From an optimization exercise on the open Yosys and OpenROAD flow, aimed at small area and a short achievable clock period; shortcuts taken in it are not production practice.
No functional check of the RTL was part of any run shown here.
Power and IR drop assume default switching activity.

==> design.v <==
module awb_gain_est #(
    parameter int ACC_W = 24,
    parameter int CNT_W = 16
) (
    input  logic            clk,
    input  logic            rst,
    input  logic            pix_valid_i,
    input  logic [1:0]      pix_color_i,
    input  logic [7:0]      pix_value_i,
    input  logic            pix_last_i,
    output logic [15:0]     K_R,
    output logic [15:0]     K_G,
    output logic [15:0]     K_B,
    output logic            valid_gain_o,
    output logic            busy_o,
    output logic            overrun_o
);
    localparam int SW = 13;    
    localparam int NW = 6;     
    assign K_G = 16'h0100;
    logic close_w;
    assign close_w = pix_valid_i & pix_last_i;
    logic [2:0] p_hit;      
    logic [7:0] p_val;
    logic       p_ovr;      
    always_ff @(posedge clk) begin
        p_hit[0] <= pix_valid_i & (pix_color_i == 2'd0);
        p_hit[1] <= pix_valid_i & (pix_color_i == 2'd1);
        p_hit[2] <= pix_valid_i & (pix_color_i == 2'd2);
        p_ovr    <= close_w & busy_o;
        p_val    <= pix_value_i;
    end
    logic [5:0] ctr, ctr_nx;
    logic       a_main;     
    logic       a_side;     
    logic [2:0] m_hit;      
    logic       last_c;     
    logic       first_c;    
    logic       mul_r, mul_b, div_r, div_b, div_p, cmp_r, cmp_b;
    logic       mulb_r, mulb_b;
    logic       div_r_d, div_b_d, div_p_d;
    assign div_r_d = busy_o & (ctr >= 6'd18) & (ctr <= 6'd31);
    assign div_b_d = busy_o & ~ctr[5] & ctr[4] & (ctr[3] | ctr[2] | ctr[1]);
    assign div_p_d = busy_o & ((ctr == 6'd18) | (div_p & ~last_c));
    assign ctr_nx = busy_o ? ctr + 6'd1 : 6'd0;
    always_ff @(posedge clk or posedge rst) begin
        if (rst) begin
            busy_o       <= 1'b0;
            a_main       <= 1'b0;
            a_side       <= 1'b0;
            m_hit        <= 3'b000;
            overrun_o    <= 1'b0;
            valid_gain_o <= 1'b0;
            last_c       <= 1'b0;
            first_c      <= 1'b0;
            mul_r        <= 1'b0;
            mul_b        <= 1'b0;
            div_r        <= 1'b0;
            div_b        <= 1'b0;
            div_p        <= 1'b0;
            cmp_r        <= 1'b0;
            cmp_b        <= 1'b0;
            mulb_r       <= 1'b0;
            mulb_b       <= 1'b0;
        end else begin
            a_main  <= ~last_c;
            a_side  <= last_c & ~(close_w & busy_o);
            for (int c = 0; c < 3; c++)
                m_hit[c] <= (~busy_o | (last_c & ~close_w)) & pix_valid_i &
                            (pix_color_i == 2'(c));
            first_c <= ~busy_o & close_w;
            last_c  <= busy_o & (ctr == 6'd31);
            mul_r   <= busy_o & (ctr >= 6'd2) & (ctr <= 6'd17);
            mul_b   <= busy_o & ((~ctr[5] & ~ctr[4] & (ctr[3] | ctr[2] | ctr[1])) |
                                 (ctr[5:1] == 5'b01000));
            div_r   <= div_r_d;
            div_b   <= div_b_d;
            div_p   <= div_p_d;
            cmp_r   <= busy_o & (ctr >= 6'd2) & (ctr <= 6'd31);
            cmp_b   <= busy_o & ~ctr[5] & (ctr[4:1] != 4'd0);
            mulb_r  <= busy_o & (ctr >= 6'd6) & (ctr <= 6'd17);
            mulb_b  <= busy_o & ((~ctr[5] & ~ctr[4] & (ctr[3] | (ctr[2] & ctr[1]))) |
                                 (ctr[5:1] == 5'b01000));
            if (close_w & busy_o)
                overrun_o <= 1'b1;
            if (busy_o) begin
                if (last_c) begin
                    busy_o       <= 1'b0;
                    valid_gain_o <= 1'b1;
                end
            end else if (close_w) begin
                busy_o <= 1'b1;
            end
        end
    end
    always_ff @(posedge clk)
        ctr <= ctr_nx;
    logic [SW-1:0] side_s [3];
    logic [NW-1:0] side_n [3];
    for (genvar c = 0; c < 3; c++) begin : g_side
        logic [SW-1:0] ss;
        logic [NW-1:0] sn;
        logic          co_s, co_n;
        awb_bk_add #(SW) u_s (.a(side_s[c]), .b(p_hit[c] ? SW'(p_val) : '0),
                              .ci(1'b0), .s(ss), .co(co_s));
        awb_bk_add #(NW) u_n (.a(side_n[c]), .b('0), .ci(p_hit[c]),
                              .s(sn), .co(co_n));
        always_ff @(posedge clk) begin
            if (first_c | p_ovr) begin
                side_s[c] <= '0;
                side_n[c] <= '0;
            end else begin
                side_s[c] <= ss;
                side_n[c] <= sn;
            end
        end
    end
    logic [23:0] S_R, S_G, S_B;
    logic [15:0] N_R, N_G, N_B;
    logic [23:0] s_nx [3];
    logic [15:0] n_nx [3];
    logic [23:0] s_cur [3];
    logic [15:0] n_cur [3];
    assign s_cur[0] = S_R; assign s_cur[1] = S_G; assign s_cur[2] = S_B;
    assign n_cur[0] = N_R; assign n_cur[1] = N_G; assign n_cur[2] = N_B;
    for (genvar c = 0; c < 3; c++) begin : g_main
        logic [23:0] sb;
        logic [15:0] nb;
        logic        hit, co_s, co_n;
        assign hit = m_hit[c];
        assign sb  = (a_side ? 24'(side_s[c]) : 24'd0) | (a_main ? s_cur[c] : 24'd0);
        assign nb  = (a_side ? 16'(side_n[c]) : 16'd0) | (a_main ? n_cur[c] : 16'd0);
        awb_bk_add #(24) u_s (.a(sb), .b(hit ? 24'(p_val) : 24'd0), .ci(1'b0),
                              .s(s_nx[c]), .co(co_s));
        awb_bk_add #(16) u_n (.a(nb), .b(16'd0), .ci(hit), .s(n_nx[c]), .co(co_n));
    end
    logic [23:0] P_AR, P_AB;
    logic [15:0] P_BR, P_BB;
    logic [17:0] t_br, t_bb;
    logic [16:0] x0_r, x1_r, x2_r, cs_s_r, cs_c_r;
    logic [16:0] x0_b, x1_b, x2_b, cs_s_b, cs_c_b;
    assign x0_r = {1'b0, P_BR};
    assign x1_r = {1'b0, S_R[0] ? N_G : 16'd0};
    assign x2_r = {S_R[1] ? N_G : 16'd0, 1'b0};
    assign x0_b = {1'b0, P_BB};
    assign x1_b = {1'b0, S_B[0] ? N_G : 16'd0};
    assign x2_b = {S_B[1] ? N_G : 16'd0, 1'b0};
    assign cs_s_r = x0_r ^ x1_r ^ x2_r;
    assign cs_c_r = (x0_r & x1_r) | (x0_r & x2_r) | (x1_r & x2_r);
    assign cs_s_b = x0_b ^ x1_b ^ x2_b;
    assign cs_c_b = (x0_b & x1_b) | (x0_b & x2_b) | (x1_b & x2_b);
    logic co_br, co_bb;
    awb_bk_add #(17) u_mbr (.a({1'b0, cs_s_r[16:1]}), .b(cs_c_r), .ci(1'b0),
                            .s(t_br[17:1]), .co(co_br));
    awb_bk_add #(17) u_mbb (.a({1'b0, cs_s_b[16:1]}), .b(cs_c_b), .ci(1'b0),
                            .s(t_bb[17:1]), .co(co_bb));
    assign t_br[0] = cs_s_r[0];
    assign t_bb[0] = cs_s_b[0];
    logic [4:0]  E_R, E_B;
    logic [44:0] rem_r, rem_b;
    logic [45:0] op_r, op_b, pre_r, pre_b, sm_r, sm_b;
    logic [39:0] d_r, d_b;
    logic        co_r, co_b;
    logic        iv_r0, iv_r1, iv_b0, iv_b1;
    assign rem_r = {E_R, N_R, P_AR};
    assign rem_b = {E_B, N_B, P_AB};
    assign d_r   = {P_BR, S_R};
    assign d_b   = {P_BB, S_B};
    always_comb begin
        pre_r = '0;
        pre_b = '0;
        if (div_r)
            pre_r = {1'b0, d_r, 5'd0};
        else if (mul_r)
            pre_r[23:0] = N_R[15] ? S_G : 24'd0;
        if (div_b)
            pre_b = {1'b0, d_b, 5'd0};
        else if (mul_b)
            pre_b[23:0] = N_B[15] ? S_G : 24'd0;
    end
    assign op_r = pre_r ^ {{23{iv_r0}}, {23{iv_r1}}};
    assign op_b = pre_b ^ {{23{iv_b0}}, {23{iv_b1}}};
    awb_bk_add #(46) u_ar (.a({rem_r, 1'b0}), .b(op_r), .ci(iv_r1),
                           .s(sm_r), .co(co_r));
    awb_bk_add #(46) u_ab (.a({rem_b, 1'b0}), .b(op_b), .ci(iv_b1),
                           .s(sm_b), .co(co_b));
    always_ff @(posedge clk) begin
        S_R <= mulb_r ? {t_br[1:0], S_R[23:2]} : s_nx[0];
        S_B <= mulb_b ? {t_bb[1:0], S_B[23:2]} : s_nx[2];
        S_G <= div_b ? {s_nx[1][23:13], S_G[11:0], ~sm_b[45]} : s_nx[1];
        N_G <= div_r ? {n_nx[1][15:13], N_G[11:0], ~sm_r[45]} : n_nx[1];
        N_R <= cmp_r ? sm_r[39:24] : n_nx[0];
        N_B <= cmp_b ? sm_b[39:24] : n_nx[2];
    end
    always_ff @(posedge clk) begin
        P_AR <= cmp_r ? sm_r[23:0] : 24'd0;
        P_AB <= cmp_b ? sm_b[23:0] : 24'd0;
        E_R  <= div_p ? sm_r[44:40] : 5'd0;
        E_B  <= div_p ? sm_b[44:40] : 5'd0;
        iv_r0 <= div_r_d & ~sm_r[45];
        iv_r1 <= div_p_d & ~sm_r[45];
        iv_b0 <= div_b_d & ~sm_b[45];
        iv_b1 <= div_p_d & ~sm_b[45];
        if (mulb_r)
            P_BR <= t_br[17:2];
        else if (~div_p)
            P_BR <= '0;
        if (mulb_b)
            P_BB <= t_bb[17:2];
        else if (~div_p)
            P_BB <= '0;
    end
    logic dz_r, dz_b;
    assign dz_r = (d_r == '0);
    assign dz_b = (d_b == '0);
    function automatic logic [11:0] fin(input logic [12:0] q, input logic dz);
        if (dz)
            fin = 12'h100;
        else if (q[12])
            fin = 12'hFFF;
        else
            fin = q[11:0];
    endfunction
    logic [11:0] kr, kb, kr_nx, kb_nx;
    assign kr_nx = fin(N_G[12:0], dz_r) ^ 12'h100;
    assign kb_nx = fin(S_G[12:0], dz_b) ^ 12'h100;
    always_ff @(posedge clk or posedge rst) begin
        if (rst) begin
            kr <= 12'h000;
            kb <= 12'h000;
        end else if (last_c) begin
            kr <= kr_nx;
            kb <= kb_nx;
        end
    end
    assign K_R = {4'h0, kr ^ 12'h100};
    assign K_B = {4'h0, kb ^ 12'h100};
endmodule
module awb_bk_add #(
    parameter int W = 8
) (
    input  logic [W-1:0] a,
    input  logic [W-1:0] b,
    input  logic         ci,
    output logic [W-1:0] s,
    output logic         co
);
    localparam int N = W + 1;           
    localparam int L = (N <= 2) ? 1 : (N <= 4) ? 2 : (N <= 8) ? 3 :
                       (N <= 16) ? 4 : (N <= 32) ? 5 : (N <= 64) ? 6 : 7;
    logic [W:0] g, p, x;
    always_comb begin
        g[0] = ci;
        p[0] = 1'b0;
        x[0] = 1'b0;
        for (int i = 0; i < W; i++) begin
            g[i+1] = a[i] & b[i];
            p[i+1] = a[i] ^ b[i];
            x[i+1] = a[i] ^ b[i];
        end
        for (int l = 0; l < L; l++)
            for (int i = (2 << l) - 1; i < N; i += (2 << l)) begin
                g[i] = g[i] | (p[i] & g[i - (1 << l)]);
                p[i] = p[i] & p[i - (1 << l)];
            end
        for (int l = L - 2; l >= 0; l--)
            for (int i = (3 << l) - 1; i < N; i += (2 << l)) begin
                g[i] = g[i] | (p[i] & g[i - (1 << l)]);
                p[i] = p[i] & p[i - (1 << l)];
            end
    end
    for (genvar i = 0; i < W; i++) begin : g_s
        assign s[i] = x[i+1] ^ g[i];
    end
    assign co = g[W];
endmodule
==> flow/run.sh <==
#!/bin/bash
# Standard layout, with fast port buffers and repair_timing asked for extra
# setup slack so the achieved period shrinks. Each make step's log lands in
# orfs/logs; make's own output goes to make_finish.log.
set -euo pipefail
bash standard.sh SETUP_SLACK_MARGIN=9 \
  "BUFFER_PORTS_ARGS=-buffer_cell sky130_fd_sc_hd__buf_4" \
  finish > make_finish.log 2>&1
==> standard.sh <==
#!/bin/bash
# synth_recipe.tcl (not shown) runs the flow's synth.tcl, then flattens the netlist and writes it again
# the make line also repeats each setting of config.mk as NAME=value (left out here)
make -C /OpenROAD-flow-scripts/flow DESIGN_CONFIG=/design/flow/config.mk WORK_HOME=/design/flow/orfs CLKGATE_MAP_FILE= SYNTH_SCRIPT=/design/flow/synth_recipe.tcl "${@:-finish}"
==> config.mk <==
export PLATFORM = sky130hd
export DESIGN_NAME = awb_gain_est
export DESIGN_NICKNAME = awb_gain_est
export VERILOG_FILES = /design/flow/design.v
export SDC_FILE = /design/flow/constraint.sdc
export NUM_CORES = 4
export LEC_CHECK = 0
export CAP_MARGIN = 20
export CELL_PAD_IN_SITES_DETAIL_PLACEMENT = 0
export CELL_PAD_IN_SITES_GLOBAL_PLACEMENT = 0
export CORE_MARGIN = 2
export CORE_UTILIZATION = 40
export CTS_BUF_LIST = sky130_fd_sc_hd__clkbuf_8
export CTS_CLUSTER_DIAMETER = 55
export CTS_CLUSTER_SIZE = 16
export PLACE_DENSITY = 0.75
export SLEW_MARGIN = 20
==> constraint.sdc <==
create_clock -name core_clock -period 13.0 [get_ports {clk}]
set_input_delay 2.6000 -clock core_clock [delete_from_list [all_inputs] [get_ports {clk}]]
set_output_delay 2.6000 -clock core_clock [all_outputs]
set_load 0.01 [all_outputs]
==> summary.txt, run 1 <==
initial antenna violation count 1; Max transition margin 29.5%; Reg power frac between 30% and 40%; max_cap viols 0; final setup violation count 0; # DRC 0; drt wl/cell 18.2 microns; Die Wd about 240 microns; Worst Max-Slew Pin Slew approximately 1.1 ns; netlist area before placement between 20000 and 25000 sq um; final wirelength roughly 57000 microns; share of cells above drive strength 1 around 13%; worst vdd ir ~0.15 mV; Clk pwr share about 15%; cts bufs inserted 35; Int Power between 3000 and 4000 uW; Clock Sinks 332; Hold Violations, Final 0; combinational power share just over 50%; Primary FF master, synth dfxtp_1; first-pass GRT wire length about 90000 microns; vias in the first global route around 17000; WP data required roughly 14 ns; final worst slack 8.95 ns; skew final a little under 0.03 ns; min cycle time layout 4.05 ns; largest net degree at the start of global routing 58; Clock Latency Late Sink 0.60 ns; gr ovfl total 0; H-tree depth 2; Hold WS about 0.5 ns; placed cell count roughly 3000; area delta synth->final 11.1%; sw frac between 40% and 50%; Setup CP Type reg -> reg; clock buffer depth 3; share of the synthesized area in the top cell type between 20 and 25%; GRT Total Usage 18.8%; final RePlAce weighted congestion just over 0.9; clock root cell clkbuf_8; First DRT Iteration DRCs about 1100; CTS tree yes; DRT Pass-1 Iters 7; Antenna Nets Post-Route 0; FF+latch count, synth about 330; Via Count between 15000 and 20000; Port Buffer Count 40; Initial Utilization around 41%; Max Clock Freq 247 MHz; Via density approximately 5.3; Synth Area per Inst 9.77 sq um; status complete, no violations; Final Max Tran Viols 0; CP startpoint kind flop; leak pwr ~0.012 uW; final period utilization 31.2%; Pwr Total 5310 uW; Hold Buf Count CTS 0; setup TNS 0 ns; HP Class reg -> reg; Synth area leaders dfxtp_1, ha_1, fa_1; post-route non-filler standard cell count between 3000 and 4000; I/O pin total 65; sequential area share after synthesis a little under a third; PwrDens between 200 and 250 nW/um^2; Netlist cell types 78; NetSw ~2300 uW; CP max FO 5; Synth async-reset ratio between 10% and 20%; nets ~2700; post-DP HPWL 41200 microns; cells after synthesis 2344; number of flops mapped to enable cells by yosys 32; Setup WS pre-CTS between 8 and 9 ns; Synth Warn # 17; crit path capture type flop; RSZ-0062 raised after global routing true; Arr. time, crit path 4.57 ns; die area approximately 60000 sq um; Core ar. ~56000 sq um; num rows 87; clk slew on worst S/H paths approximately 0.1 ns; area leader, netlist dfxtp_1; Die Y approximately 240 microns
[placed cells by master, fill, tap and decap left out, types with 88 or more instances in the layout]
cell	Yosys	final
xor2_1	88	88
ha_1	234	232
inv_1	132	134
and2_1	251	250
xnor2_1	152	144
dfxtp_1	257	247
nor2_1	103	98
buf_4	49	105
nand2_1	183	182
fa_1	114	110
[timing repair]
action | 4_1_cts | 5_1_grt
gates resized for setup | 42 | 55
cloned | 4 | 1
buffers inserted | 14 | 41
endpoints found under the setup margin | 70 | 49
pin swaps | 13 | 55
[path summary, 6_finish.rpt]
path	startpoint	end	slack, ns	cells after the start
min in group asynchronous	rst	kb[6]$_DFFE_PP0P_	2.13	3
worst min register to register	overrun_o$_DFFE_PP0P_	overrun_o$_DFFE_PP0P_	0.49	1
max in group asynchronous	rst	div_r$_DFF_PP0_	10.30	3
worst min-delay path	overrun_o$_DFFE_PP0P_	overrun_o$_DFFE_PP0P_	0.49	1
worst max register to register	div_b$_DFF_PP0_	N_B[13]$_DFF_P_	8.95	17
worst max-delay path	div_b$_DFF_PP0_	N_B[13]$_DFF_P_	8.95	17
[per-stage QoR]
| stage | util [%] | cell area, sq um |
|---|---|---|
| 5_1_grt | 45.0 | 25400 |
| 3_3_place_gp | 41.9 | 23700 |
| 4_1_cts | 44.0 | 24800 |
| 2_1_floorplan | - | 23000 |
| 6_report | 45.0 | 25400 |
| 3_5_place_dp | 41.9 | 23700 |
[power by group through the flow]
| stage | Sequential, uW | Clock (uW) | Combinational, uW |
|---|---|---|---|
| CTS | 1770 | 827 | 2540 |
| detailed placement | 1790 | 0 | 2410 |
| finish | 1780 | 809 | 2730 |
| floorplan | 1600 | 0 | 1950 |
| global route | 1820 | 860 | 3030 |
| global placement | 1780 | 0 | 2270 |
[area by class of cell]
class                      instances  area, sq um
timing repair buffer             121         1080
inverter                         133          499
tap                              756          946
antenna                            1         2.50
clock buffer                      38          523
sequential                       332         7220
clock inverter                    24          289
fill                            5181        31100
multi-input combinational       1760        14900
[layer usage]
layer  vias to the layer above  share of wire, %  wire length, microns  GRT usage, %
met5                         -                 0                     0             0
met4                         0               4.7                  2700          8.57
met3                       158               6.8                  3900          3.67
met2                       532                48                 27700          32.5
met1                      8257                40                 23100          22.6
li1                       7980                 -                     -             -
[synthesized netlist by cell type (6+ instances only)]
library cell and n:
nand2b_1 13, a22o_1 39, nand3_1 22, or2_2 7, fa_1 114, mux2i_1 19, dfxtp_1 257, a22oi_1 53
ha_1 234, buf_2 6, and3_1 18, buf_1 8, o21ai_0 71, nand2_1 183, edfxtp_1 32, nor2_1 103
mux2_2 33, o21bai_1 8, and2_1 251, clkbuf_1 75, xnor2_1 152, inv_1 132, nor2b_1 23, o2bb2ai_1 22
o21a_1 6, nand4_1 16, buf_4 49, and4_1 9, a21oi_1 55, nor3_1 15, dfrtp_1 43, xor2_1 88
a21o_1 80, nor4_1 23
[state kept, by name, summed over array words and instances, names as in the netlist, 16 cells and up]
register	flops
N_B	16
N_G	16
N_R	16
P_AB	24
P_AR	24
P_BB	16
P_BR	16
S_B	24
S_G	24
S_R	24
side_n	18
side_s	39
[worst max-delay path, stage by stage (launching register included)]
cell	delay [ns]
dfrtp_2	0.44
buf_12	0.15
nor2_4	0.20
buf_6	0.14
a22oi_1	0.07
xnor2_1	0.21
ha_2	0.32
buf_4	0.16
a221oi_4	0.34
nor3_2	0.07
o41ai_2	0.46
and2_1	0.21
nand2b_4	0.12
o21a_1	0.14
o21bai_1	0.10
a21oi_2	0.20
fa_2	0.47
mux2i_1	0.18
[logic make-up after synthesis]
| logic type | Yosys count | synth area share [%] |
|---|---|---|
| AOI/OAI and AO/OA | 389 | 12.4 |
| xor gates and xnor gates | 240 | 9.18 |
| adders and majority gates | 348 | 22.7 |
| buffers and inverters | 275 | 5.47 |
| DFF | 332 | 31.4 |
| muxes | 52 | 2.45 |
| other | 2 | 0.0328 |
| and+or+nand+nor | 706 | 16.4 |
==> run 2: changes to the inputs <==
--- a/design.v
+++ b/design.v
@@ -180,10 +180,8 @@
     end
     assign op_r = pre_r ^ {{23{iv_r0}}, {23{iv_r1}}};
     assign op_b = pre_b ^ {{23{iv_b0}}, {23{iv_b1}}};
-    awb_bk_add #(46) u_ar (.a({rem_r, 1'b0}), .b(op_r), .ci(iv_r1),
-                           .s(sm_r), .co(co_r));
-    awb_bk_add #(46) u_ab (.a({rem_b, 1'b0}), .b(op_b), .ci(iv_b1),
-                           .s(sm_b), .co(co_b));
+    assign {co_r, sm_r} = {1'b0, rem_r, 1'b0} + {1'b0, op_r} + 47'(iv_r1);
+    assign {co_b, sm_b} = {1'b0, rem_b, 1'b0} + {1'b0, op_b} + 47'(iv_b1);
     always_ff @(posedge clk) begin
         S_R <= mulb_r ? {t_br[1:0], S_R[23:2]} : s_nx[0];
         S_B <= mulb_b ? {t_bb[1:0], S_B[23:2]} : s_nx[2];
==> run 2 against run 1 <==
Clock power up 8.8%; total power rose by 8.1%; count of clock-buffer cells in the layout up 8; routed wire length grew 6.2%; via count is 12% higher; first-iteration DRC count increased by 33%; clock skew up 0.020 ns; worst setup slack gained 0.15 ns; critical path type unchanged; critical endpoint is now P_BR[14]$_SDFFCE_PN0P_; highest routed layer unchanged.
==> summary.txt, run 2 <==
status complete, no violations; Arr. time, crit path 4.30 ns (-0.27 ns); Clock Sinks 332 (unchanged); final RePlAce weighted congestion 0.948 (+3.8%); Netlist cell types 90 (+15%); Synth async-reset ratio 13.0% (unchanged); clock root cell clkbuf_8; Synth Area per Inst 8.95 sq um (-8.4%); reg2reg path depth 15 (-2); largest reg by FF count side_s; share of cells above drive strength 1 11.7% (-1.7 points); drt wl/cell 17.6 microns (-2.9%); critical path's slowest cell fa_1; Initial Utilization 40.5% (-0.071 points); max_cap viols 0 (unchanged); final instance area 26300 sq um (+3.3%); leak pwr 0.0122 uW (-0.18%); first-pass GRT wire length 95600 microns (+6.0%); Final Max Tran Viols 0 (unchanged); gr ovfl total 0 (unchanged); complex-gate fraction of the synthesized area 16.2% (+3.9 points); netlist area before placement 23900 sq um (+4.3%); r2r setup slk 9.10 ns (+0.15 ns); skew final 0.0491 ns (+0.0197 ns); vias in the first global route 17800 (+2.3%); post-route non-filler standard cell count 3462 (+9.4%); largest net degree at the start of global routing 66 (+14%); Hold Violations, Final 0 (unchanged); Synth area leaders dfxtp_1, ha_1, xnor2_1; Hold Crit Depth 1 (unchanged); RSZ-0062 raised after global routing true; CTS tree yes; num rows 89 (+2.3%); final wirelength 61000 microns (+6.2%); CP max FO 7 (+2); Via density 5.45 (+1.9%); most frequent cells after synthesis nand2_1, dfxtp_1, ha_1, xnor2_1, and2_1; min cycle time layout 3.90 ns (-0.149 ns); I/O pin total 65 (unchanged); XOR/XNOR Fraction of Synth Area 9.75% (+0.57 points); PwrDens 219 nW/um^2 (+4.6%); post-place instance area 24500 sq um (+3.7%); Hold Buf Count CTS 0 (unchanged); most frequent cells in the layout nand2_1, dfxtp_1, ha_1; Synth Warn # 16 (-1); simple-gate portion of the synthesized area 17.6% (+1.2 points); # DRC 0 (unchanged); crit-path cells buf_8 -> nand2_1 -> fa_1 -> inv_1 -> ha_1 -> or3_1 -> o211a_1 -> o21a_1 -> o21ai_2 -> a21oi_2 -> a31o_2 -> a21o_1 -> a21o_1 -> fa_1 -> and2_4; Setup CP Type reg -> reg; Via Count 18900 (+12%); area leader, netlist dfxtp_1; share of the synthesized area in the top cell type 21.5% (-0.92 points); Max Clock Freq 256 MHz (+3.8%); Adder-Cell Fraction of Synth Area 18.3% (-4.5 points); max reg flops 39 (unchanged); CP startpoint kind flop; post-DP HPWL 43800 microns (+6.3%); HP Class reg -> reg; area delta synth->final 10.0%; Antenna Nets Post-Route 0 (unchanged); Worst path max stage delay 0.54 ns (+0.07 ns); count leader, synth nand2_1; largest family of logic cells by synthesized area adder cells; Port Buffer Count 40 (unchanged); GRT Total Usage 19.5% (+0.63 points); Max transition margin 32.5% (+3.0 points); mux share of post-synthesis cell area 2.56% (+0.10 points); cts bufs inserted 39 (+11%); nets 2978 (+8.5%); setup TNS 0 ns (unchanged); WP data required 13.40 ns (-0.11 ns); Die Y 248 microns (+2.1%); number of flops mapped to enable cells by yosys 32 (unchanged); clock buffer depth 3 (unchanged); die area 61700 sq um (+4.2%); First DRT Iteration DRCs 1408 (+33%); Primary FF master, synth dfxtp_1; Worst Max-Slew Pin Slew 1.01 ns (-0.0444 ns); final setup violation count 0 (unchanged); Die Wd 248 microns (+2.1%); H-tree depth 2 (unchanged); FF+latch count, synth 332 (unchanged); placed cell count 3346 (+10%); DRT Pass-1 Iters 5 (-2); Core ar. 59000 sq um (+4.5%); crit path capture type flop; worst vdd ir 0.175 mV (+13%); sequential area share after synthesis 30.1% (-1.3 points); initial antenna violation count 1 (unchanged); final period utilization 30.0% (-1.1 points); commonest non-fill, non-tap cell in the layout nand2_1; clk slew on worst S/H paths 0.10 ns (about the same); cells after synthesis 2668 (+14%); Clock Latency Late Sink 0.66 ns (+0.06 ns)
[run 2: changes by cell type in the layout (fill, tap and decap cells not counted), moves of 13 or more]
cell,before,now
a21o_1,80,93
xnor2_1,144,189
nand3_1,22,39
o21ai_0,67,93
buf_4,105,91
fa_1,110,71
nor2_1,98,169
mux2_2,33,48
and2_1,250,180
xor2_1,88,72
a21oi_1,47,108
nand2_1,182,263
[run 2: path summary, 6_finish.rpt]
kind | from | to
max | S_R[1]$_DFF_P_ | P_BR[14]$_SDFFCE_PN0P_
min | valid_gain_o$_DFFE_PP0P_ | valid_gain_o$_DFFE_PP0P_
max reg2reg | S_R[1]$_DFF_P_ | P_BR[14]$_SDFFCE_PN0P_
min reg2reg | valid_gain_o$_DFFE_PP0P_ | valid_gain_o$_DFFE_PP0P_
max in group asynchronous | rst | a_main$_DFF_PP0_
min in group asynchronous | rst | kb[10]$_DFFE_PP0P_
[run 2: layout make-up]
class | count | area, sq um
Antenna cell | 1 | 2.50
Clock buffer | 46 | 633
Clock inverter | 25 | 300
Fill cell | 5598 | 32700
Inverter | 126 | 473
Multi-Input combinational cell | 2058 | 15800
Sequential cell | 332 | 7220
Tap cell | 773 | 967
Timing Repair Buffer | 101 | 882
[run 2: worst max-delay path: cells and delay by family, from the launching register on]
family | cells | cell delay, ns
buffers and inverters | 2 | 0.17
adders and majority gates | 3 | 1.17
AOI/OAI and AO/OA | 7 | 1.28
DFF | 1 | 0.40
and+or+nand+nor | 3 | 0.60
[run 2: power breakdown]
part | switching (uW) | total, uW | internal [uW]
Clock | 472 | 880 | 408
Combinational | 1740 | 3110 | 1370
Sequential | 390 | 1760 | 1370
[run 2: logic make-up after synthesis]
logic type,after synthesis
other cells,2
flops,332
mux,55
xor+xnor,265
simple gates,850
buf+inv,300
compound gates,558
fa+ha+maj,306
[run 2: per-layer routing]
layer / up-vias / track usage, % / part of all wire [%] / wire (microns)
met5: - / 0 / 0 / 0
met1: 9040 / 27.0 / 45 / 27600
met2: 582 / 31.0 / 45 / 27700
met4: 0 / 6.29 / 2.8 / 1690
li1: 9151 / - / - / -
met3: 101 / 2.84 / 6.7 / 4080
[run 2: stage by stage]
stage | hold slack [ns] | power (uW) | setup slack [ns] | utilization [%]
after floorplan | 0.451 | 3910 | 8.99 | -
after global placement | 0.467 | 4560 | 8.42 | 41.6
after detailed placement | 0.466 | 4610 | 8.44 | 41.6
after CTS | 0.487 | 5590 | 8.94 | 43.8
after global routing | 0.505 | 6150 | 8.98 | 44.5
final | 0.474 | 5740 | 9.10 | 44.5
[run 2: repair_timing]
action | CTS | global route
endpoints found under the setup margin | 51 | 41
pin swaps | 6 | 36
cloned | 2 | 1
buffers inserted | 22 | 19
resized for setup | 43 | 63
==> run 3: changes to the inputs <==
--- a/design.v
+++ b/design.v
@@ -23,11 +23,12 @@
     logic [2:0] p_hit;      
     logic [7:0] p_val;
     logic       p_ovr;      
+    logic       busy;       
     always_ff @(posedge clk) begin
         p_hit[0] <= pix_valid_i & (pix_color_i == 2'd0);
         p_hit[1] <= pix_valid_i & (pix_color_i == 2'd1);
         p_hit[2] <= pix_valid_i & (pix_color_i == 2'd2);
-        p_ovr    <= close_w & busy_o;
+        p_ovr    <= close_w & busy;
         p_val    <= pix_value_i;
     end
     logic [5:0] ctr, ctr_nx;
@@ -39,13 +40,14 @@
     logic       mul_r, mul_b, div_r, div_b, div_p, cmp_r, cmp_b;
     logic       mulb_r, mulb_b;
     logic       div_r_d, div_b_d, div_p_d;
-    assign div_r_d = busy_o & (ctr >= 6'd18) & (ctr <= 6'd31);
-    assign div_b_d = busy_o & ~ctr[5] & ctr[4] & (ctr[3] | ctr[2] | ctr[1]);
-    assign div_p_d = busy_o & ((ctr == 6'd18) | (div_p & ~last_c));
-    assign ctr_nx = busy_o ? ctr + 6'd1 : 6'd0;
+    assign div_r_d = busy & (ctr >= 6'd18) & (ctr <= 6'd31);
+    assign div_b_d = busy & ~ctr[5] & ctr[4] & (ctr[3] | ctr[2] | ctr[1]);
+    assign div_p_d = busy & ((ctr == 6'd18) | (div_p & ~last_c));
+    assign ctr_nx = busy ? ctr + 6'd1 : 6'd0;
     always_ff @(posedge clk or posedge rst) begin
         if (rst) begin
             busy_o       <= 1'b0;
+            busy         <= 1'b0;
             a_main       <= 1'b0;
             a_side       <= 1'b0;
             m_hit        <= 3'b000;
@@ -64,24 +66,24 @@
             mulb_b       <= 1'b0;
         end else begin
             a_main  <= ~last_c;
-            a_side  <= last_c & ~(close_w & busy_o);
+            a_side  <= last_c & ~(close_w & busy);
             for (int c = 0; c < 3; c++)
-                m_hit[c] <= (~busy_o | (last_c & ~close_w)) & pix_valid_i &
+                m_hit[c] <= (~busy | (last_c & ~close_w)) & pix_valid_i &
                             (pix_color_i == 2'(c));
-            first_c <= ~busy_o & close_w;
-            last_c  <= busy_o & (ctr == 6'd31);
-            mul_r   <= busy_o & (ctr >= 6'd2) & (ctr <= 6'd17);
-            mul_b   <= busy_o & ((~ctr[5] & ~ctr[4] & (ctr[3] | ctr[2] | ctr[1])) |
+            first_c <= ~busy & close_w;
+            last_c  <= busy & (ctr == 6'd31);
+            mul_r   <= busy & (ctr >= 6'd2) & (ctr <= 6'd17);
+            mul_b   <= busy & ((~ctr[5] & ~ctr[4] & (ctr[3] | ctr[2] | ctr[1])) |
                                  (ctr[5:1] == 5'b01000));
             div_r   <= div_r_d;
             div_b   <= div_b_d;
             div_p   <= div_p_d;
-            cmp_r   <= busy_o & (ctr >= 6'd2) & (ctr <= 6'd31);
-            cmp_b   <= busy_o & ~ctr[5] & (ctr[4:1] != 4'd0);
-            mulb_r  <= busy_o & (ctr >= 6'd6) & (ctr <= 6'd17);
-            mulb_b  <= busy_o & ((~ctr[5] & ~ctr[4] & (ctr[3] | (ctr[2] & ctr[1]))) |
+            cmp_r   <= busy & (ctr >= 6'd2) & (ctr <= 6'd31);
+            cmp_b   <= busy & ~ctr[5] & (ctr[4:1] != 4'd0);
+            mulb_r  <= busy & (ctr >= 6'd6) & (ctr <= 6'd17);
+            mulb_b  <= busy & ((~ctr[5] & ~ctr[4] & (ctr[3] | (ctr[2] & ctr[1]))) |
                                  (ctr[5:1] == 5'b01000));
-            if (close_w & busy_o)
+            if (close_w & busy)
                 overrun_o <= 1'b1;
             if (busy_o) begin
                 if (last_c) begin
@@ -91,6 +93,7 @@
             end else if (close_w) begin
                 busy_o <= 1'b1;
             end
+            busy <= busy ? ~last_c : close_w;
         end
     end
     always_ff @(posedge clk)
@@ -180,8 +183,10 @@
     end
     assign op_r = pre_r ^ {{23{iv_r0}}, {23{iv_r1}}};
     assign op_b = pre_b ^ {{23{iv_b0}}, {23{iv_b1}}};
-    assign {co_r, sm_r} = {1'b0, rem_r, 1'b0} + {1'b0, op_r} + 47'(iv_r1);
-    assign {co_b, sm_b} = {1'b0, rem_b, 1'b0} + {1'b0, op_b} + 47'(iv_b1);
+    awb_hc_add #(46) u_ar (.a({rem_r, 1'b0}), .b(op_r), .ci(iv_r1),
+                           .s(sm_r), .co(co_r));
+    awb_hc_add #(46) u_ab (.a({rem_b, 1'b0}), .b(op_b), .ci(iv_b1),
+                           .s(sm_b), .co(co_b));
     always_ff @(posedge clk) begin
         S_R <= mulb_r ? {t_br[1:0], S_R[23:2]} : s_nx[0];
         S_B <= mulb_b ? {t_bb[1:0], S_B[23:2]} : s_nx[2];
@@ -269,6 +274,53 @@
     end
     for (genvar i = 0; i < W; i++) begin : g_s
         assign s[i] = x[i+1] ^ g[i];
+    end
+    assign co = g[W];
+endmodule
+module awb_hc_add #(
+    parameter int W = 8
+) (
+    input  logic [W-1:0] a,
+    input  logic [W-1:0] b,
+    input  logic         ci,
+    output logic [W-1:0] s,
+    output logic         co
+);
+    localparam int N = W + 1;
+    localparam int L = (N <= 2) ? 1 : (N <= 4) ? 2 : (N <= 8) ? 3 :
+                       (N <= 16) ? 4 : (N <= 32) ? 5 : (N <= 64) ? 6 : 7;
+    logic [W:0] g, p, x, gn, pn;
+    always_comb begin
+        g[0] = ci;
+        p[0] = 1'b0;
+        x[0] = 1'b0;
+        for (int i = 0; i < W; i++) begin
+            g[i+1] = a[i] & b[i];
+            p[i+1] = a[i] ^ b[i];
+            x[i+1] = a[i] ^ b[i];
+        end
+        for (int i = 1; i < N; i += 2) begin
+            g[i] = g[i] | (p[i] & g[i-1]);
+            p[i] = p[i] & p[i-1];
+        end
+        for (int l = 1; l < L; l++) begin
+            gn = g;
+            pn = p;
+            for (int i = 1; i < N; i += 2)
+                if (i - (1 << l) >= 0) begin
+                    gn[i] = g[i] | (p[i] & g[i - (1 << l)]);
+                    pn[i] = p[i] & p[i - (1 << l)];
+                end
+            g = gn;
+            p = pn;
+        end
+        for (int i = 2; i < N; i += 2) begin
+            g[i] = g[i] | (p[i] & g[i-1]);
+            p[i] = p[i] & p[i-1];
+        end
+    end
+    for (genvar i = 0; i < W; i++) begin : g_s
+        assign s[i] = x[i+1] ^ g[i];
     end
     assign co = g[W];
 endmodule
--- a/config.mk
+++ b/config.mk
@@ -6,12 +6,10 @@
 export NUM_CORES = 4
 export LEC_CHECK = 0
 export CAP_MARGIN = 20
-export CELL_PAD_IN_SITES_DETAIL_PLACEMENT = 0
-export CELL_PAD_IN_SITES_GLOBAL_PLACEMENT = 0
 export CORE_MARGIN = 2
 export CORE_UTILIZATION = 40
 export CTS_BUF_LIST = sky130_fd_sc_hd__clkbuf_8
 export CTS_CLUSTER_DIAMETER = 55
 export CTS_CLUSTER_SIZE = 16
-export PLACE_DENSITY = 0.75
+export PLACE_DENSITY = 0.85
 export SLEW_MARGIN = 20
==> run 3 against run 2 <==
Total power down 18%; die area is 3.4% lower; clock power shrank 19%; sequential share of layout area up 1.3 points; core utilization shrank 0.68 points; sequential cell count grew 1.
==> summary.txt, run 3 <==
final instance area 25200 sq um (-4.3%); Die Y 244 microns (-1.7%); Port Buffer Count 40 (unchanged); sw frac 42.9% (-2.4 points); DRT Pass-1 Iters 5 (unchanged); most frequent cells in the layout dfxtp_1, nand2_1, ha_1; Max transition margin 32.3% (-0.19 points); clock buffer depth 3 (unchanged); GRT Total Usage 17.8% (-1.7 points); Reg power frac 36.8% (+6.2 points); Hold Crit Depth 1 (unchanged); final wirelength 54600 microns (-10%); drt wl/cell 16.9 microns (-4.2%); Setup CP Type reg -> reg; die area 59600 sq um (-3.4%); combinational power share 48.0% (-6.1 points); Worst Max-Slew Pin Slew 1.01 ns (+0.00289 ns); Hold WS 0.491 ns (+0.0173 ns); cells after synthesis 2446 (-8.3%); NetSw 2020 uW (-22%); final period utilization 30.6% (+0.54 points); cts bufs inserted 31 (-21%); largest reg by FF count side_s; final core occ 43.8% (-0.68 points); clk slew on worst S/H paths 0.11 ns (about the same); Clk pwr share 15.2% (about the same); min cycle time layout 3.98 ns (+0.0707 ns); Max Clock Freq 252 MHz (-1.8%); Final Max Tran Viols 0 (unchanged); Synth async-reset ratio 13.2% (+0.26 points); CTS tree yes; area delta synth->final 9.08%; Netlist cell types 73 (-19%); Synth Warn # 17 (+1); Clock Latency Late Sink 0.69 ns (+0.03 ns); clock root cell clkbuf_8; WP data required 13.59 ns (+0.19 ns); netlist area before placement 23100 sq um (-3.5%); PwrDens 187 nW/um^2 (-14%); setup TNS 0 ns (unchanged); Synth area leaders dfxtp_1, ha_1, fa_1; number of flops mapped to enable cells by yosys 32 (unchanged); share of the synthesized area in the top cell type 22.3% (+0.77 points); nets 2806 (-5.8%); First DRT Iteration DRCs 1389 (-1.3%); share of cells above drive strength 1 9.92% (-1.8 points); max_cap viols 0 (unchanged); count leader, synth dfxtp_1; I/O pin total 65 (unchanged); worst vdd ir 0.129 mV (-26%); CP startpoint kind flop; Arr. time, crit path 4.57 ns (+0.27 ns); post-place instance area 23800 sq um (-3.1%); Antenna Nets Post-Route 0 (unchanged); leak pwr 0.0121 uW (-0.94%); max reg flops 39 (unchanged); gr ovfl total 0 (unchanged); Hold Buf Count CTS 0 (unchanged); sequential area share after synthesis 31.3% (+1.2 points); Int Power 2690 uW (-14%); skew final 0.0604 ns (+0.0113 ns); Synth Area per Inst 9.43 sq um (+5.3%); Primary FF master, synth dfxtp_1; Via density 5.37 (-1.5%); Initial Utilization 40.2% (-0.27 points); Via Count 17400 (-8.0%); status complete, no violations; final RePlAce weighted congestion 0.886 (-6.5%); num rows 88 (-1.1%); Die Wd 244 microns (-1.7%); crit path capture type flop; FF+latch count, synth 333 (+0.30%); most frequent cells after synthesis dfxtp_1, nand2_1, ha_1, and2_1, inv_1; # DRC 0 (unchanged); vias in the first global route 17100 (-3.8%); HP Class reg -> reg; initial antenna violation count 4 (+3); Core ar. 57400 sq um (-2.8%); CP max FO 8 (+1); commonest non-fill, non-tap cell in the layout dfxtp_1; RSZ-0062 raised after global routing true; Hold Violations, Final 0 (unchanged); post-DP HPWL 38100 microns (-13%); final setup violation count 0 (unchanged); Clock Sinks 333 (+0.30%); area leader, netlist dfxtp_1; H-tree depth 1 (-1); largest net degree at the start of global routing 66 (unchanged); reg2reg path depth 19 (+4); first-pass GRT wire length 86800 microns (-9.2%)
[run 3: cell types whose count changed in the layout (fill, tap and decap cells not counted), sizes merged, moves of 13 or more]
| cell | previous run | this run |
|---|---|---|
| a21oi | 119 | 81 |
| xor2 | 72 | 92 |
| fa | 72 | 114 |
| nand2 | 264 | 239 |
| a21o | 93 | 71 |
| inv | 131 | 166 |
| o21ai | 106 | 88 |
| and2 | 182 | 224 |
| xnor2 | 193 | 150 |
| buf | 99 | 84 |
| nor2 | 173 | 127 |
| nand3 | 40 | 27 |
| nor2b | 34 | 19 |
[run 3: worst paths after layout]
path	from	slack, ns	end
max in group asynchronous	rst	10.34	a_main$_DFF_PP0_
max	div_b$_DFF_PP0_	9.02	E_B[4]$_SDFF_PN0_
max reg2reg	div_b$_DFF_PP0_	9.02	E_B[4]$_SDFF_PN0_
min in group asynchronous	rst	2.06	kr[0]$_DFFE_PP0P_
min	valid_gain_o$_DFFE_PP0P_	0.49	valid_gain_o$_DFFE_PP0P_
min reg2reg	valid_gain_o$_DFFE_PP0P_	0.49	valid_gain_o$_DFFE_PP0P_
[run 3: cells by family after synthesis]
group	synth area share [%]
AO/OA/AOI/OAI	12.6
multiplexers	2.44
flip-flops	31.3
buffers and inverters	5.71
adder cells (fa/ha/maj)	22.6
XOR/XNOR	9.19
other	0.0326
AND/OR/NAND/NOR	16.2
[run 3: power groups by stage]
stage          combinational [uW]  clock, uW  sequential [uW]
6_report                     2260        715             1740
3_3_place_gp                 1960          0             1760
2_1_floorplan                1710          0             1560
5_1_grt                      2530        760             1770
3_5_place_dp                 2050          0             1760
4_1_cts                      2150        724             1730
[run 3: worst max-delay path, stage by stage (launching register included)]
cell	delay, ns
dfrtp_2	0.40
buf_12	0.15
clkinv_8	0.07
and3_4	0.17
buf_12	0.13
a22oi_1	0.25
xnor2_1	0.20
ha_1	0.24
a211oi_2	0.11
o21ai_1	0.21
o221ai_2	0.15
or4_4	0.45
o21bai_4	0.19
buf_6	0.13
a21o_1	0.16
a21o_1	0.15
a21oi_2	0.06
fa_2	0.38
xnor2_1	0.12
and2_1	0.15
[run 3: final cells by class]
type	count	area, sq um
multi-input cells	1836	14900
fillers	5144	32200
clock buffers	34	468
repair buffers	87	815
well taps	765	957
flip-flops and latches	333	7230
inverters	155	596
clock inverters	24	230
diodes	1	2.50
[run 3: timing repair]
item | 4_1_cts | 5_1_grt
gates resized for setup | 32 | 49
buffers inserted | 11 | 19
setup endpoints to repair | 102 | 71
pin swaps | 6 | 29
gates cloned | 4 | 1
endpoints found under the hold margin | 0 | 0
[run 3: per-layer routing]
metal	share of wire (%)	GRT usage (%)	vias up	wire, microns
met4	3.8	7.37	2	2090
met2	47	29.3	641	25400
met1	42	23.2	8364	23000
li1	-	-	8212	-
met5	0.033	0	-	18
met3	7.5	2.78	150	4100
[run 3: through the flow]
| stage | setup WS (ns) | total power, uW | std cells |
|---|---|---|---|
| after global routing | 8.88 | 5070 | 3235 |
| after detailed placement | 7.79 | 3800 | 3141 |
| after CTS | 8.97 | 4610 | 3214 |
| after global placement | 7.88 | 3710 | 3141 |
| final | 9.02 | 4710 | 3235 |
| after floorplan | 9.05 | 3270 | 2468 |
==> run 4: changes to the inputs <==
--- a/config.mk
+++ b/config.mk
@@ -11,5 +11,6 @@
 export CTS_BUF_LIST = sky130_fd_sc_hd__clkbuf_8
 export CTS_CLUSTER_DIAMETER = 55
 export CTS_CLUSTER_SIZE = 16
-export PLACE_DENSITY = 0.85
+export GPL_ROUTABILITY_DRIVEN = 0
+export PLACE_DENSITY = 0.75
 export SLEW_MARGIN = 20
==> run 4 against run 3 <==
Clock skew is 0.014 ns lower; non-clock buffer count is 13 higher; combinational power hardly changed; area after synthesis stayed put; total power is 1.0% higher; worst setup slack better by 0.017 ns; cell count is 0.46% higher; count of clock-buffer cells in the layout is 1 higher; largest power group unchanged.
==> summary.txt, run 4 <==
largest net degree at the start of global routing 88 (+33%); Primary FF master, synth dfxtp_1; Fill cells 5334 (+3.7%); # DRC 0 (unchanged); Synth async-reset ratio 13.2% (unchanged); Synth area leaders dfxtp_1, ha_1, fa_1; num rows 88 (unchanged); Core ar. 57400 sq um (unchanged); Hold Violations, Final 0 (unchanged); number of flops mapped to enable cells by yosys 32 (unchanged); commonest non-fill, non-tap cell in the layout dfxtp_1; Reg power frac 36.4% (-0.4 points); area leader, netlist dfxtp_1; Synth Warn # 17 (unchanged); cts bufs inserted 34 (+9.7%); NetSw 2030 uW (+0.39%); nets 2822 (+0.57%); HP Class reg -> reg; min cycle time layout 3.96 ns (-0.0168 ns); Die Y 244 microns (unchanged); Clock Latency Late Sink 0.64 ns (-0.05 ns); CP max FO 5 (-3); Hold WS 0.477 ns (-0.0139 ns); CTS tree yes; most frequent cells after synthesis dfxtp_1, nand2_1, ha_1, and2_1, inv_1; Worst Max-Slew Pin Slew 1.01 ns (+0.00250 ns); final wirelength 54000 microns (-1.1%); gr ovfl total 0 (unchanged); cells after synthesis 2446 (unchanged); worst vdd ir 0.147 mV (+14%); count leader, synth dfxtp_1; sw frac 42.6% (-0.27 points); max reg flops 39 (unchanged); CP startpoint kind flop; GRT Total Usage 18.0% (+0.20 points); Die Wd 244 microns (unchanged); Max transition margin 32.1% (-0.17 points); final instance area 25400 sq um (+0.84%); netlist area before placement 23100 sq um (unchanged); drt wl/cell 16.6 microns (-1.6%); max_cap viols 0 (unchanged); first-pass GRT wire length 86800 microns (about the same); DRT Pass-1 Iters 5 (unchanged); Synth Area per Inst 9.43 sq um (unchanged); Max Clock Freq 253 MHz (+0.42%); WP data required 13.51 ns (-0.08 ns); status complete, no violations; Clk pwr share 15.7% (+0.5 points); Via Count 16900 (-2.5%); Arr. time, crit path 4.47 ns (-0.10 ns); First DRT Iteration DRCs 1094 (-21%); setup TNS 0 ns (unchanged); combinational power share 48.0% (about the same); share of the synthesized area in the top cell type 22.3% (unchanged); I/O pin total 65 (unchanged); share of cells above drive strength 1 10.8% (+0.87 points); leak pwr 0.0122 uW (+0.63%); Initial Utilization 40.2% (unchanged); final period utilization 30.4% (-0.13 points); area delta synth->final 9.99%; Netlist cell types 73 (unchanged); Final Max Tran Viols 0 (unchanged); clock root cell clkbuf_8; H-tree depth 2 (+1); clock buffer depth 3 (unchanged); die area 59600 sq um (unchanged); post-DP HPWL 38100 microns (about the same); FF/Latch Area 7230 sq um (unchanged); skew final 0.0466 ns (-0.0138 ns); final setup violation count 0 (unchanged); largest reg by FF count side_s; PwrDens 188 nW/um^2 (+0.17%); clk slew on worst S/H paths 0.10 ns (about the same); initial antenna violation count 4 (unchanged); most frequent cells in the layout dfxtp_1, nand2_1, ha_1; post-place instance area 23800 sq um (+0.13%); vias in the first global route 16600 (-3.1%); Int Power 2730 uW (+1.5%); crit path capture type flop; area occupied by multi-input gates 14900 sq um (+0.30%); FF+latch count, synth 333 (unchanged); Setup CP Type reg -> reg; Port Buffer Count 40 (unchanged); sequential area share after synthesis 31.3% (unchanged); Antenna Nets Post-Route 0 (unchanged); Clock Sinks 333 (unchanged); RSZ-0062 raised after global routing true; Via density 5.21 (-3.0%)
[run 4: layer usage]
| metal | GRT usage (%) | vias to the layer above | wire, microns |
|---|---|---|---|
| met2 | 29.7 | 390 | 25200 |
| met1 | 24.4 | 8187 | 24800 |
| met3 | 2.35 | 108 | 2590 |
| met4 | 5.36 | 0 | 1510 |
| met5 | 0 | - | 0 |
| li1 | - | 8243 | - |
[run 4: worst paths after layout]
kind | start | endpoint | slack, ns | cells past startpoint
worst min-delay path | valid_gain_o$_DFFE_PP0P_ | valid_gain_o$_DFFE_PP0P_ | 0.48 | 1
worst max-delay path | N_B[15]$_DFF_P_ | E_B[0]$_SDFF_PN0_ | 9.04 | 15
max in group asynchronous | rst | a_main$_DFF_PP0_ | 10.37 | 3
min in group asynchronous | rst | mul_b$_DFF_PP0_ | 2.15 | 3
worst max register to register | N_B[15]$_DFF_P_ | E_B[0]$_SDFF_PN0_ | 9.04 | 15
worst min register to register | valid_gain_o$_DFFE_PP0P_ | valid_gain_o$_DFFE_PP0P_ | 0.48 | 1
[run 4: cells by family after synthesis]
kind of cell / Yosys count / synth area share (%)
and+or+nand+nor: 746 / 16.2
AOI/OAI and AO/OA: 423 / 12.6
adders and majority gates: 348 / 22.6
DFF: 333 / 31.3
buffers and inverters: 301 / 5.71
xor gates and xnor gates: 242 / 9.19
muxes: 51 / 2.44
other: 2 / 0.0326
[run 4: critical path: stages, from the launching register on]
cell and delay [ns]:
dfxtp_1 0.56, and3_4 0.33, a22oi_2 0.08, xnor2_1 0.14, ha_1 0.39, nand4_1 0.14, o21ai_1 0.14, o221ai_2 0.16
or4_4 0.54, o21bai_4 0.19, and3b_2 0.24, o21ai_1 0.06, and3b_2 0.22, fa_2 0.36, xnor2_1 0.12, and2_1 0.14
[run 4: per-stage QoR]
stage	std cells	power, uW	setup slack, ns	utilization [%]
finish	3250	4760	9.04	44.2
global route	3249	5140	8.90	44.2
CTS	3219	4660	8.93	43.3
detailed placement	3145	3810	7.78	41.5
global placement	3145	3740	7.89	41.5
floorplan	2468	3270	9.05	-
[run 4: cell type report]
type | count | share of cell area, %
multi-input cells | 1836 | 58.7
flip-flops and latches | 333 | 28.5
well taps | 765 | 3.77
repair buffers | 100 | 3.76
inverters | 155 | 2.34
clock buffers | 35 | 1.90
clock inverters | 24 | 0.957
diodes | 2 | 0.0197
[run 4: power groups by stage]
stage,clock network (uW),logic (uW),registers (uW)
after floorplan,0,1710,1560
after global placement,0,2000,1740
after detailed placement,0,2070,1740
after CTS,764,2170,1730
after global routing,800,2570,1780
final,747,2280,1730
[run 4: what timing repair did]
item / in CTS / in global routing
resized for setup: 42 / 53
gates cloned: 5 / 4
hold buffers: 0 / 0
endpoints found under the setup margin: 92 / 49
pin swaps: 8 / 38
buffers inserted: 10 / 25
==> run 5: changes to the inputs <==
--- a/config.mk
+++ b/config.mk
@@ -6,11 +6,12 @@
 export NUM_CORES = 4
 export LEC_CHECK = 0
 export CAP_MARGIN = 20
+export CELL_PAD_IN_SITES_DETAIL_PLACEMENT = 0
+export CELL_PAD_IN_SITES_GLOBAL_PLACEMENT = 0
 export CORE_MARGIN = 2
 export CORE_UTILIZATION = 40
 export CTS_BUF_LIST = sky130_fd_sc_hd__clkbuf_8
 export CTS_CLUSTER_DIAMETER = 55
 export CTS_CLUSTER_SIZE = 16
-export GPL_ROUTABILITY_DRIVEN = 0
 export PLACE_DENSITY = 0.75
 export SLEW_MARGIN = 20
==> run 5 against run 4 <==
Still clean on timing, DRC and antenna; die area stayed put; sequential share of layout area stayed put; via count stayed put; fmax stayed put; sequential power hardly changed; clock skew stayed put; core utilization stayed put; first-iteration DRC count stayed put; global-route usage stayed put; largest cell class unchanged.
==> summary.txt, run 5 <==
status complete, no violations; gr ovfl total 0 (unchanged); post-route non-filler standard cell count 3250 (unchanged); number of flops mapped to enable cells by yosys 32 (unchanged); GRT Total Usage 18.0% (unchanged); Hold Buf Count CTS 0 (unchanged); cells after synthesis 2446 (unchanged); Int Power 2730 uW (unchanged); commonest non-fill, non-tap cell in the layout dfxtp_1; Via Count 16900 (unchanged); num rows 88 (unchanged); sequential area share after synthesis 31.3% (unchanged); area leader, netlist dfxtp_1; Synth area leaders dfxtp_1, ha_1, fa_1; drt wl/cell 16.6 microns (unchanged); Final Max Tran Viols 0 (unchanged); WP data required 13.51 ns (about the same); skew final 0.0466 ns (unchanged); worst vdd ir 0.147 mV (unchanged); PwrDens 188 nW/um^2 (unchanged); Clk pwr share 15.7% (about the same); Setup CP Type reg -> reg; Worst Max-Slew Pin Slew 1.01 ns (unchanged); Port Buffer Count 40 (unchanged); sw frac 42.6% (unchanged); Initial Utilization 40.2% (unchanged); Via density 5.21 (unchanged); Hold Violations, Final 0 (unchanged); die area 59600 sq um (unchanged); H-tree depth 2 (unchanged); post-DP HPWL 38100 microns (unchanged); Max Clock Freq 253 MHz (unchanged); cts bufs inserted 34 (unchanged); largest reg by FF count side_s; final setup violation count 0 (unchanged); clock root cell clkbuf_8; Reg power frac 36.4% (about the same); final period utilization 30.4% (unchanged); Arr. time, crit path 4.47 ns (about the same); R2R Path Start N_B[15]$_DFF_P_; placed cell count 3145 (unchanged); grt met3 use 2.35% (unchanged); largest net degree at the start of global routing 88 (unchanged); area delta synth->final 9.99% (unchanged); First DRT Iteration DRCs 1094 (unchanged); NetSw 2030 uW (unchanged); clock buffer depth 3 (unchanged); met2 GRT Util 29.7% (unchanged); share of the synthesized area in the top cell type 22.3% (unchanged); Critical path origin N_B[15]$_DFF_P_; met1 Resource Use GR 24.4% (unchanged); netlist area before placement 23100 sq um (unchanged); setup TNS 0 ns (unchanged); final instance area 25400 sq um (unchanged); Die Wd 244 microns (unchanged); DRT Pass-1 Iters 5 (unchanged); first-pass GRT wire length 86800 microns (unchanged); CP startpoint kind flop; combinational power share 48.0% (about the same); Clock Latency Late Sink 0.64 ns (about the same); CTS tree yes; Die Y 244 microns (unchanged); I/O pin total 65 (unchanged); GRT busiest layer met2; leak pwr 0.0122 uW (unchanged); initial antenna violation count 4 (unchanged); Clock Sinks 333 (unchanged); RSZ-0062 raised after global routing true; Primary FF master, synth dfxtp_1; HP Class reg -> reg; Core ar. 57400 sq um (unchanged); most frequent cells after synthesis dfxtp_1, nand2_1, ha_1, and2_1, inv_1; final wirelength 54000 microns (unchanged); crit path capture type flop; post-place instance area 23800 sq um (unchanged); most frequent cells in the layout dfxtp_1, nand2_1, ha_1; final RePlAce weighted congestion roughly 0.89; Max transition margin 32.1% (unchanged); Synth Warn # 17 (unchanged); Synth Area per Inst 9.43 sq um (unchanged); nets 2822 (unchanged); Antenna Nets Post-Route 0 (unchanged); vias in the first global route 16600 (unchanged); min cycle time layout 3.96 ns (unchanged); max reg flops 39 (unchanged); max_cap viols 0 (unchanged); Netlist cell types 73 (unchanged); CP max FO 5 (unchanged); FF+latch count, synth 333 (unchanged); Synth async-reset ratio 13.2% (unchanged); clk slew on worst S/H paths 0.10 ns (about the same); count leader, synth dfxtp_1; # DRC 0 (unchanged); share of cells above drive strength 1 10.8% (unchanged); HP Start valid_gain_o$_DFFE_PP0P_
## run 5: power by group through the flow
stage	Sequential, uW	Combinational [uW]	Clock (uW)
after floorplan	1560	1710	0
after global placement	1740	2000	0
after detailed placement	1740	2070	0
after CTS	1730	2170	764
after global routing	1780	2570	800
final	1730	2280	747
## run 5: layout make-up
cell class                 count  area [sq um]
antenna                        2          5.00
clock buffer                  35           482
clock inverter                24           243
fill                        5334         32000
inverter                     155           594
multi-input combinational   1836         14900
sequential                   333          7230
tap                          765           957
timing repair buffer         100           953
## run 5: critical path: stages, from the launching register on
cell and delay (ns):
dfxtp_1 0.56, and3_4 0.33, a22oi_2 0.08, xnor2_1 0.14, ha_1 0.39, nand4_1 0.14, o21ai_1 0.14, o221ai_2 0.16
or4_4 0.54, o21bai_4 0.19, and3b_2 0.24, o21ai_1 0.06, and3b_2 0.22, fa_2 0.36, xnor2_1 0.12, and2_1 0.14
## run 5: worst paths after layout
path / endpoint / slack, ns / cells after the start
setup / recovery: E_B[0]$_SDFF_PN0_ / 9.04 / 15
hold / removal: valid_gain_o$_DFFE_PP0P_ / 0.48 / 1
setup reg to reg: E_B[0]$_SDFF_PN0_ / 9.04 / 15
hold reg to reg: valid_gain_o$_DFFE_PP0P_ / 0.48 / 1
max in group asynchronous: a_main$_DFF_PP0_ / 10.37 / 3
min in group asynchronous: mul_b$_DFF_PP0_ / 2.15 / 3
## run 5: metrics by stage
stage                     utilization, %  hold WS (ns)  total power [uW]  worst slack, ns
after CTS                           43.3         0.480              4660             8.93
after floorplan                        -         0.452              3270             9.05
after detailed placement            41.5         0.450              3810             7.78
final                               44.2         0.477              4760             9.04
after global placement              41.5         0.448              3740             7.89
after global routing                44.2         0.511              5140             8.90
## run 5: per-layer routing
layer	vias to the layer above	wire length (microns)	part of all wire [%]
met5	-	0	0
met3	108	2590	4.8
met1	8187	24800	46
met4	0	1510	2.8
met2	390	25200	47
li1	8243	-	-
## run 5: cell families after synthesis
kind of cell	after synthesis	synth area share (%)
AOI/OAI and AO/OA	423	12.6
xor gates and xnor gates	242	9.19
adders and majority gates	348	22.6
buffers and inverters	301	5.71
DFF	333	31.3
muxes	51	2.44
other	2	0.0326
and+or+nand+nor	746	16.2
## run 5: repair_timing
item | in CTS | in global routing
setup endpoints to repair | 92 | 49
setup buffers | 10 | 25
gates cloned | 5 | 4
endpoints found under the hold margin | 0 | 0
resized for setup | 42 | 53
pin swaps | 8 | 38
==> run 6: changes to the inputs <==
==> flow/run.sh (replaced) <==
#!/bin/bash
# Standard layout, with fast port buffers and repair_timing asked for extra
# setup slack so the achieved period shrinks. Each make step's log lands in
# orfs/logs; make's own output goes to make_finish.log.
set -euo pipefail
bash standard.sh SETUP_SLACK_MARGIN=9.15 \
  "BUFFER_PORTS_ARGS=-buffer_cell sky130_fd_sc_hd__buf_4" \
  finish > make_finish.log 2>&1
==> run 6 against run 5 <==
Core utilization rose by 0.65 points; routed wire length grew 0.69%; still clean; combinational power is 4% higher; critical path type unchanged; largest cell class unchanged; count of clock-buffer cells in the layout up 1; worst hold slack got worse by 0.0069 ns; non-clock buffer count is 21 higher.
==> summary.txt, run 6 <==
largest reg by FF count side_s; Via Count 17100 (+1.2%); initial antenna violation count 1 (-3); clock root cell clkbuf_8; HP Class reg -> reg; commonest non-fill, non-tap cell in the layout dfxtp_1; leak pwr 0.0124 uW (+1.7%); Worst Max-Slew Pin Slew 1.01 ns (-0.00653 ns); PwrDens 191 nW/um^2 (+1.6%); worst vdd ir 0.156 mV (+6.1%); cts bufs inserted 35 (+2.9%); CP startpoint kind flop; Hold Buf Count CTS 0 (unchanged); Core ar. 57400 sq um (unchanged); number of flops mapped to enable cells by yosys 32 (unchanged); RSZ-0062 raised after global routing true; CP max FO 6 (+1); FF/Latch Area 7230 sq um (about the same); Worst path max stage delay 0.51 ns (-0.05 ns); Synth Warn # 17 (unchanged); Max transition margin 32.5% (+0.34 points); Via density 5.23 (+0.38%); final instance area 25700 sq um (+1.5%); Netlist cell types 73 (unchanged); final wirelength 54400 microns (+0.69%); clk slew on worst S/H paths 0.09 ns (about the same); final period utilization 29.6% (-0.85 points); num rows 88 (unchanged); First DRT Iteration DRCs 1096 (+0.18%); area leader, netlist dfxtp_1; status complete, no violations; I/O pin total 65 (unchanged); GRT Total Usage 17.8% (-0.16 points); CTS tree yes; Die Y 244 microns (unchanged); Primary FF master, synth dfxtp_1; Max Clock Freq 260 MHz (+2.9%); H-tree depth 2 (unchanged); area occupied by multi-input gates 15100 sq um (+1.5%); nets 2845 (+0.82%); Synth async-reset ratio 13.2% (unchanged); FF+latch count, synth 333 (unchanged); clock buffer depth 3 (unchanged); Final Max Tran Viols 0 (unchanged); first-pass GRT wire length 86900 microns (about the same); share of the synthesized area in the top cell type 22.3% (unchanged); Port Buffer Count 40 (unchanged); Die Wd 244 microns (unchanged); critical path's slowest cell dfrtp_4; final setup violation count 0 (unchanged); die area 59600 sq um (unchanged); share of cells above drive strength 1 13.5% (+2.7 points); # DRC 0 (unchanged); Initial Utilization 40.2% (unchanged); netlist area before placement 23100 sq um (unchanged); r2r setup slk 9.15 ns (+0.11 ns); setup TNS 0 ns (unchanged); Fill cells 5313 (-0.39%); most frequent cells after synthesis dfxtp_1, nand2_1, ha_1, and2_1, inv_1; max_cap viols 0 (unchanged); largest net degree at the start of global routing 79 (-10%); Synth area leaders dfxtp_1, ha_1, fa_1; sequential area share after synthesis 31.3% (unchanged); most frequent cells in the layout dfxtp_1, nand2_1, ha_1; Synth Area per Inst 9.43 sq um (unchanged); Hold WS 0.470 ns (-0.00685 ns); Hold Violations, Final 0 (unchanged); Arr. time, crit path 4.35 ns (-0.12 ns); Setup CP Type reg -> reg; DRT Pass-1 Iters 6 (+1); area delta synth->final 11.6%; vias in the first global route 16900 (+1.6%); post-place instance area 23800 sq um (about the same); drt wl/cell 16.6 microns (about the same); Clock Sinks 333 (unchanged); crit-path cells buf_12 -> nor2_4 -> buf_6 -> a22oi_1 -> xnor2_1 -> ha_1 -> nand2_2 -> o21ai_1 -> a21oi_2 -> a211oi_4 -> o21ai_4 -> o21ai_4 -> a41oi_2 -> o21ba_4 -> fa_2 -> xnor2_1 -> and2_1; Clock Latency Late Sink 0.61 ns (-0.03 ns); cells after synthesis 2446 (unchanged); skew final 0.0517 ns (+0.00508 ns); final RePlAce weighted congestion 0.853 (-4.6%); gr ovfl total 0 (unchanged); min cycle time layout 3.85 ns (-0.111 ns); WP data required 13.50 ns (about the same); max reg flops 39 (unchanged); crit path capture type flop; post-DP HPWL 37700 microns (-1.1%); Antenna Nets Post-Route 0 (unchanged); count leader, synth dfxtp_1
## run 6: report_power, final
part	internal, uW	total, uW	switching (uW)
clock	363	806	443
sequential	1360	1730	372
combinational	1100	2370	1270
## run 6: routing by layer
metal,track usage (%),routed length [microns],up-vias
li1,-,-,8276
met1,23.9,24100,8252
met2,29.8,25500,488
met3,2.06,3180,107
met4,5.99,1550,0
met5,0,0,-
## run 6: what timing repair did
| item | CTS | global route |
|---|---|---|
| gates cloned | 5 | 2 |
| endpoints found under the setup margin | 97 | 61 |
| setup buffers | 21 | 38 |
| resized for setup | 58 | 84 |
| pin swaps | 20 | 80 |
## run 6: logic make-up (layout without fill, tap and decap cells)
| logic type | Yosys count | count (layout) | share of synthesized area (%) |
|---|---|---|---|
| AND/OR/NAND/NOR | 746 | 749 | 16.2 |
| AO/OA/AOI/OAI | 423 | 423 | 12.6 |
| adder cells (fa/ha/maj) | 348 | 348 | 22.6 |
| flip-flops | 333 | 333 | 31.3 |
| buffers and inverters | 301 | 339 | 5.71 |
| XOR/XNOR | 242 | 242 | 9.19 |
| multiplexers | 51 | 51 | 2.44 |
| other | 2 | 25 | 0.0326 |
## run 6: worst paths after layout
check / start / end / cells past startpoint
min in group asynchronous: rst / kr[11]$_DFFE_PP0P_ / 3
max reg2reg: div_r$_DFF_PP0_ / E_R[0]$_SDFF_PN0_ / 17
min reg2reg: valid_gain_o$_DFFE_PP0P_ / valid_gain_o$_DFFE_PP0P_ / 1
max: div_r$_DFF_PP0_ / E_R[0]$_SDFF_PN0_ / 17
min: valid_gain_o$_DFFE_PP0P_ / valid_gain_o$_DFFE_PP0P_ / 1
max in group asynchronous: rst / a_main$_DFF_PP0_ / 3
## run 6: layout make-up
cell class,count,area share (%)
antenna,1,0.00972
clock buffer,36,1.93
clock inverter,27,1.18
inverter,155,2.28
multi-input combinational,1837,58.8
sequential,333,28.1
tap,765,3.72
timing repair buffer,121,4.03
## run 6: critical path: cells and delay by family, from the launching register on
family	cells	cell delay [ns]
buf+inv	2	0.31
xor+xnor	2	0.30
fa+ha+maj	2	0.72
simple gates	3	0.43
compound gates	8	1.47
flops	1	0.51
## run 6: per-stage QoR
step | std cells | setup slack, ns | utilization, % | power [uW]
2_1_floorplan | 2468 | 9.16 | - | 3270
3_3_place_gp | 3145 | 8.25 | 41.5 | 3750
3_5_place_dp | 3145 | 8.15 | 41.5 | 3800
4_1_cts | 3234 | 9.14 | 43.7 | 4730
5_1_grt | 3275 | 9.03 | 44.9 | 5290
6_report | 3275 | 9.15 | 44.9 | 4910

-- static timing again, ports no longer ideal --
Ports are ideal in the flow. The routed layouts listed here were re-timed in OpenROAD. Step 1 (the two cells are an assumption about what drives the block):
set clk [get_ports {clk}]
set_driving_cell -lib_cell sky130_fd_sc_hd__clkbuf_16 $clk
set_driving_cell -lib_cell sky130_fd_sc_hd__buf_2 [delete_from_list [all_inputs] $clk]
Step 2, shift: input delay + t, output delay - t, t = (earliest + latest rising clock arrival at the registers) / 2. This alone moves slack from input paths to output paths. a / b / c = ideal ports / drivers / drivers and shift; a / b = the first two.
run	shift t [ns]	setup WS [ns]	hold WS [ns]	worst setup path at the end
run 1	0.637	8.947 / 8.947 / 8.947	0.487 / 0.487 / 0.487	register to register
run 2	0.695	9.096 / 9.063 / 9.096	0.474 / 0.474 / 0.474	register to register
run 3	0.708	9.025 / 9.025 / 9.025	0.491 / 0.491 / 0.491	register to register
run 4	0.659	9.042 / 9.042 / 9.042	0.477 / 0.477 / 0.477	register to register
run 5	0.659	9.042 / 9.042 / 9.042	0.477 / 0.477 / 0.477	register to register
run 6	0.640	9.153 / 9.153 / 9.153	0.470 / 0.470 / 0.470	register to register
After both steps every run listed still meets setup and hold.
